Source: an optimization exercise on an open RTL-to-GDS flow (aim: small area, a short achievable clock period and few clock cycles per item). Production flows keep margins and buffers that such runs may drop.
In this exercise RTL edits were held to simulation tests only and were not proved equivalent to the original.
No activity file was given, so power comes from the tool's default toggle rates.

==> build 88: inputs <==
Design ring_buffer_deque, start of the top module:
module ring_buffer_deque (
	input  logic         clk,
	input  logic         arst_n,
	input  logic         req_valid,
	output logic         req_stall,
	input  logic [40:0]  req,
	output logic         rsp_valid,
	input  logic         rsp_stall,
	output logic [105:0] rsp
);
clock: 7.0 ns
lec_check: 0
cap_margin: 20
core_margin: 2
core_utilization: 30
slew_margin: 20
standard.sh (not shown) runs the stock make flow with config.mk's settings and CLKGATE_MAP_FILE= SYNTH_SCRIPT=/design/flow/synth_recipe.tcl, a recipe that flattens the netlist after the stock synthesis.
==> flow/flow/run.sh <==
#!/bin/bash
# Standard ORFS layout, with timing repair aimed below the clock period only
# after placement (clock tree and global route stages). Each step's full
# output goes to a log file of its own in the work folder.
set -euo pipefail
MARGIN=$(cat flow/margin.txt)
bash standard.sh synth > log_synth.txt 2>&1
bash standard.sh floorplan > log_floorplan.txt 2>&1
bash standard.sh place > log_place.txt 2>&1
SETUP_SLACK_MARGIN=$MARGIN bash standard.sh cts > log_cts.txt 2>&1
SETUP_SLACK_MARGIN=$MARGIN bash standard.sh route > log_route.txt 2>&1
bash standard.sh finish > log_finish.txt 2>&1
==> flow/flow/margin.txt <==
3.9
==> trial 3 (differences from build 88) <==
--- a/flow/design.v
+++ b/flow/design.v
@@ -52,15 +52,15 @@
 	output logic [105:0] rsp
 );
 	logic                  we_b, we_f;
 	logic [SLOT_W-1:0]     tail, head;
 	logic [DATA_WIDTH-1:0] wdata;
 	logic [SLOT_W-1:0]     r_slot, x_slot;
 	logic                  r_ok, x_ok;
-	logic [DATA_WIDTH-1:0] r_data, x_data, f_data, b_data;
+	logic [DATA_WIDTH-1:0] r_data, x_data;
 	logic                  d0_ne, d0_fm, d0_bm;
 	logic                  d0_v, drain;
 	logic [TOTAL_W-1:0]    d0_cnt;
 	logic [STAT_W-1:0]     d0_st;
 	logic                  rsp_v;
 	logic [105:0]          rsp_q;
 	rbd_ctrl u_ctrl (
@@ -98,26 +98,31 @@
 		.r_slot (r_slot),
 		.r_ok   (r_ok),
 		.x_slot (x_slot),
 		.x_ok   (x_ok),
 		.r_data (r_data),
 		.x_data (x_data)
 	);
-	assign f_data = !d0_ne ? '0 : d0_fm ? x_data : rsp_q[73:42];
-	assign b_data = !d0_ne ? '0 : d0_bm ? x_data : rsp_q[41:10];
 	always_ff @(posedge clk or negedge arst_n) begin
 		if (!arst_n) begin
 			rsp_v <= 1'b0;
 		end else begin
 			rsp_v <= drain || (rsp_v && rsp_stall);
 		end
 	end
 	always_ff @(posedge clk) begin
 		if (drain) begin
-			rsp_q <= {r_data, f_data, b_data, d0_cnt, !d0_ne, d0_st};
+			rsp_q[105:74] <= r_data;
+			rsp_q[9:0]    <= {d0_cnt, !d0_ne, d0_st};
+		end
+		if (drain && d0_fm) begin
+			rsp_q[73:42] <= x_data;
+		end
+		if (drain && d0_bm) begin
+			rsp_q[41:10] <= x_data;
 		end
 	end
 	assign rsp_valid = rsp_v;
 	assign rsp       = rsp_q;
 endmodule
 import rbd_pkg::*;
 module rbd_ctrl (
@@ -233,16 +238,16 @@
 	              | ({CNT_W{s_inc}}   & cnt_p1)
 	              | ({CNT_W{s_dec}}   & cnt_m1);
 	assign empty_n = (s_same && empty_q) || (s_dec && cnt_is1) || s_clr;
 	assign full_n  = (s_same && full_q) || (s_inc && cnt_is63);
 	assign rok_n   = (s_same && lt_0) || (s_inc && lt_p) || (s_dec && lt_m);
 	logic fm_n, bm_n;
 	logic [SLOT_W-1:0] xs_n;
-	assign fm_n = pf_ok || popf_ok || (pb_ok && empty_q);
-	assign bm_n = pb_ok || popb_ok || (pf_ok && empty_q);
+	assign fm_n = pf_ok || popf_ok || (pb_ok && empty_q) || empty_n;
+	assign bm_n = pb_ok || popb_ok || (pf_ok && empty_q) || empty_n;
 	assign xs_n = (c_pf || c_popf) ? head_n : bs_n;
 	always_comb begin
 		st_n = STAT_OK;
 		if ((c_pb || c_pf) && full_q) st_n = STAT_FULL;
 		if ((c_popb || c_popf) && empty_q) st_n = STAT_EMPTY;
 		if (c_rd && !lt_0) st_n = STAT_OUT_RANGE;
 	end
@@ -305,15 +310,15 @@
 			d0_cnt <= cnt_q;
 			d0_st  <= t_st;
 		end
 	end
 	assign r_slot = d0_rs;
 	assign r_ok   = d0_rok;
 	assign x_slot = d0_xs;
-	assign x_ok   = d0_ne && (d0_fm || d0_bm);
+	assign x_ok   = d0_ne;
 endmodule
 import rbd_pkg::*;
 module rbd_store (
 	input  logic                  clk,
 	input  logic                  we_b,
 	input  logic                  we_f,
 	input  logic [SLOT_W-1:0]     tail,
==> flow/config.mk (replaced) <==
export PLATFORM = sky130hd
export DESIGN_NAME = ring_buffer_deque
export DESIGN_NICKNAME = ring_buffer_deque
export VERILOG_FILES = /design/flow/design.v
export SDC_FILE = /design/flow/constraint.sdc
export NUM_CORES = 4
export LEC_CHECK = 0
export CAP_MARGIN = 20
export CORE_MARGIN = 2
export CORE_UTILIZATION = 60
export SLEW_MARGIN = 20
==> trial 75 (differences from build 88) <==
--- a/flow/design.v
+++ b/flow/design.v
@@ -52,15 +52,15 @@
 	output logic [105:0] rsp
 );
 	logic                  we_b, we_f;
 	logic [SLOT_W-1:0]     tail, head;
 	logic [DATA_WIDTH-1:0] wdata;
 	logic [SLOT_W-1:0]     r_slot, x_slot;
 	logic                  r_ok, x_ok;
-	logic [DATA_WIDTH-1:0] r_data, x_data, f_data, b_data;
+	logic [DATA_WIDTH-1:0] r_data, x_data;
 	logic                  d0_ne, d0_fm, d0_bm;
 	logic                  d0_v, drain;
 	logic [TOTAL_W-1:0]    d0_cnt;
 	logic [STAT_W-1:0]     d0_st;
 	logic                  rsp_v;
 	logic [105:0]          rsp_q;
 	rbd_ctrl u_ctrl (
@@ -98,26 +98,31 @@
 		.r_slot (r_slot),
 		.r_ok   (r_ok),
 		.x_slot (x_slot),
 		.x_ok   (x_ok),
 		.r_data (r_data),
 		.x_data (x_data)
 	);
-	assign f_data = !d0_ne ? '0 : d0_fm ? x_data : rsp_q[73:42];
-	assign b_data = !d0_ne ? '0 : d0_bm ? x_data : rsp_q[41:10];
 	always_ff @(posedge clk or negedge arst_n) begin
 		if (!arst_n) begin
 			rsp_v <= 1'b0;
 		end else begin
 			rsp_v <= drain || (rsp_v && rsp_stall);
 		end
 	end
 	always_ff @(posedge clk) begin
 		if (drain) begin
-			rsp_q <= {r_data, f_data, b_data, d0_cnt, !d0_ne, d0_st};
+			rsp_q[105:74] <= r_data;
+			rsp_q[9:0]    <= {d0_cnt, !d0_ne, d0_st};
+		end
+		if (drain && d0_fm) begin
+			rsp_q[73:42] <= x_data;
+		end
+		if (drain && d0_bm) begin
+			rsp_q[41:10] <= x_data;
 		end
 	end
 	assign rsp_valid = rsp_v;
 	assign rsp       = rsp_q;
 endmodule
 import rbd_pkg::*;
 module rbd_ctrl (
@@ -233,16 +238,16 @@
 	              | ({CNT_W{s_inc}}   & cnt_p1)
 	              | ({CNT_W{s_dec}}   & cnt_m1);
 	assign empty_n = (s_same && empty_q) || (s_dec && cnt_is1) || s_clr;
 	assign full_n  = (s_same && full_q) || (s_inc && cnt_is63);
 	assign rok_n   = (s_same && lt_0) || (s_inc && lt_p) || (s_dec && lt_m);
 	logic fm_n, bm_n;
 	logic [SLOT_W-1:0] xs_n;
-	assign fm_n = pf_ok || popf_ok || (pb_ok && empty_q);
-	assign bm_n = pb_ok || popb_ok || (pf_ok && empty_q);
+	assign fm_n = pf_ok || popf_ok || (pb_ok && empty_q) || empty_n;
+	assign bm_n = pb_ok || popb_ok || (pf_ok && empty_q) || empty_n;
 	assign xs_n = (c_pf || c_popf) ? head_n : bs_n;
 	always_comb begin
 		st_n = STAT_OK;
 		if ((c_pb || c_pf) && full_q) st_n = STAT_FULL;
 		if ((c_popb || c_popf) && empty_q) st_n = STAT_EMPTY;
 		if (c_rd && !lt_0) st_n = STAT_OUT_RANGE;
 	end
@@ -305,15 +310,15 @@
 			d0_cnt <= cnt_q;
 			d0_st  <= t_st;
 		end
 	end
 	assign r_slot = d0_rs;
 	assign r_ok   = d0_rok;
 	assign x_slot = d0_xs;
-	assign x_ok   = d0_ne && (d0_fm || d0_bm);
+	assign x_ok   = d0_ne;
 endmodule
 import rbd_pkg::*;
 module rbd_store (
 	input  logic                  clk,
 	input  logic                  we_b,
 	input  logic                  we_f,
 	input  logic [SLOT_W-1:0]     tail,
==> flow/config.mk (replaced) <==
export PLATFORM = sky130hd
export DESIGN_NAME = ring_buffer_deque
export DESIGN_NICKNAME = ring_buffer_deque
export VERILOG_FILES = /design/flow/design.v
export SDC_FILE = /design/flow/constraint.sdc
export NUM_CORES = 4
export LEC_CHECK = 0
export CAP_MARGIN = 20
export CORE_MARGIN = 2
export CORE_UTILIZATION = 50
export SLEW_MARGIN = 20
==> Implementation_results.wiki <==
{| class="wikitable"
! Metric !! Value
|-
| Pwr per Cell Area || around 420 mW/mm^2
|-
| Fraction of synthesized cell area in xor and xnor cells || less than 1%
|-
| Met1 capacity usage during global routing || 47.47%
|-
| Via count of the first global-routing pass || about 60k
|-
| Relative area of non-clock buffer cells in the final design || ~6.2%
|-
| Number of buffer and inverter instances along the worst setup path || 2
|-
| Most numerous cell types in the synthesized netlist || 2196 x edfxtp_1, 1086 x mux4_2, 268 x mux2i_1
|-
| Crit path launch || u_ctrl.d0_xs[3]
|-
| Internal Pwr Total || 31.91 mW
|-
| Reg2reg path depth || 7
|-
| Outcome || timing/DRC/antenna clean
|-
| Routed WL per cell || 43.09 um
|-
| Non-clock buffer total of the final layout || 577
|-
| Critical path data required time || 7640 ps
|-
| Post-synthesis simple-gate area fraction || 2.155%
|-
| Share of power burned in the clock network || 23.9%
|-
| Mux share of post-synthesis cell area || between 20% and 30%
|-
| WP depth || 7
|-
| Leakage dissipation || about 39 nW
|-
| Relative slew margins || 19.78%
|-
| Met3 layer usage reported by global route || 7.292%
|}
(the above is from trial 75)
==> Implementation_results.wiki <==
{| class="wikitable"
! Metric !! Value
|-
| Outcome || timing/DRC/antenna clean
|-
| Most numerous cell types in the synthesized netlist || 2196 x edfxtp_1, 1116 x mux4_2, 217 x mux2i_1
|-
| Reg2reg path depth || 10
|-
| Number of buffer and inverter instances along the worst setup path || 4
|-
| Relative slew margins || 16.98%
|-
| Fraction of synthesized cell area in xor and xnor cells || 0.2376%
|-
| Non-clock buffer total of the final layout || 651
|-
| WP depth || 10
|-
| Share of power burned in the clock network || 25.1%
|-
| Routed WL per cell || 36.57 um
|-
| Internal Pwr Total || 32.85 mW
|-
| Pwr per Cell Area || 419.4 mW/mm^2
|-
| Relative area of non-clock buffer cells in the final design || 6.679%
|-
| Met1 capacity usage during global routing || 28.34%
|-
| Post-synthesis simple-gate area fraction || 1.972%
|-
| Leakage dissipation || around 40 nW
|-
| Met3 layer usage reported by global route || 7.657%
|}
(the above is from build 88)
==> Implementation_results.wiki <==
{| class="wikitable"
! Metric !! Value
|-
| Category of the most critical setup path || reg2reg
|-
| Post-synthesis simple-gate area fraction || 2.155%
|-
| Crit path launch || u_ctrl.d0_rs[2]
|-
| Met3 layer usage reported by global route || about a tenth
|-
| Share of power burned in the clock network || between 20% and 30%
|-
| Reg2reg path depth || 9
|-
| Mux share of post-synthesis cell area || 26.69%
|-
| Pwr per Cell Area || 417.6 mW/mm^2
|-
| Met1 capacity usage during global routing || 55.84%
|-
| Number of buffer and inverter instances along the worst setup path || 4
|-
| Critical path data required time || 7560 ps
|-
| Internal Pwr Total || 32.57 mW
|-
| Fraction of synthesized cell area in xor and xnor cells || 0.2282%
|-
| Via count of the first global-routing pass || 60.47k
|-
| Number of flip-flops under the largest register name || 2048
|-
| Outcome || timing/DRC/antenna clean
|-
| Routed WL per cell || around 43 um
|-
| Most numerous cell types in the synthesized netlist || 2196 x edfxtp_1, 1086 x mux4_2, 268 x mux2i_1
|-
| Relative slew margins || a little under a quarter
|}
(the above is from trial 3)
Testbench counts of build 88, summed over its fixed seeds: cycles 12,016, items 12,000.
Testbench counts of trial 3, summed over its fixed seeds: cycles 12,016, items 12,000.
Testbench counts of trial 75, summed over its fixed seeds: cycles 12,016, items 12,000.

==> separate check: timing with driven ports <==
Ports are ideal in the flow. The routed layouts listed here were re-timed in OpenROAD. Step 1: set_driving_cell puts a clkbuf_16 on clk and a buf_2 on each other input, an assumption about the parent block. Step 2, shift: input delay + t, output delay - t, t = (earliest + latest rising clock arrival at the registers) / 2. This alone moves slack from input paths to output paths. Three values: ideal, step 1, step 2; two values: the first two.
run | t (ns) | setup slack, ns | worst data-port slew with drivers (ns)
build 88 | 1.012 | 3.775 / 3.775 / 2.953 | 0.14
trial 3 | 0.965 | 3.690 / 3.690 / 3.031 | 0.18
trial 75 | 0.978 | 3.743 / 3.743 / 2.951 | 0.16
After both steps every run listed still meets setup and hold. For build 88, which loses most, drivers alone change the setup slack by 0.000 ns; drivers and shift together by -0.822 ns.
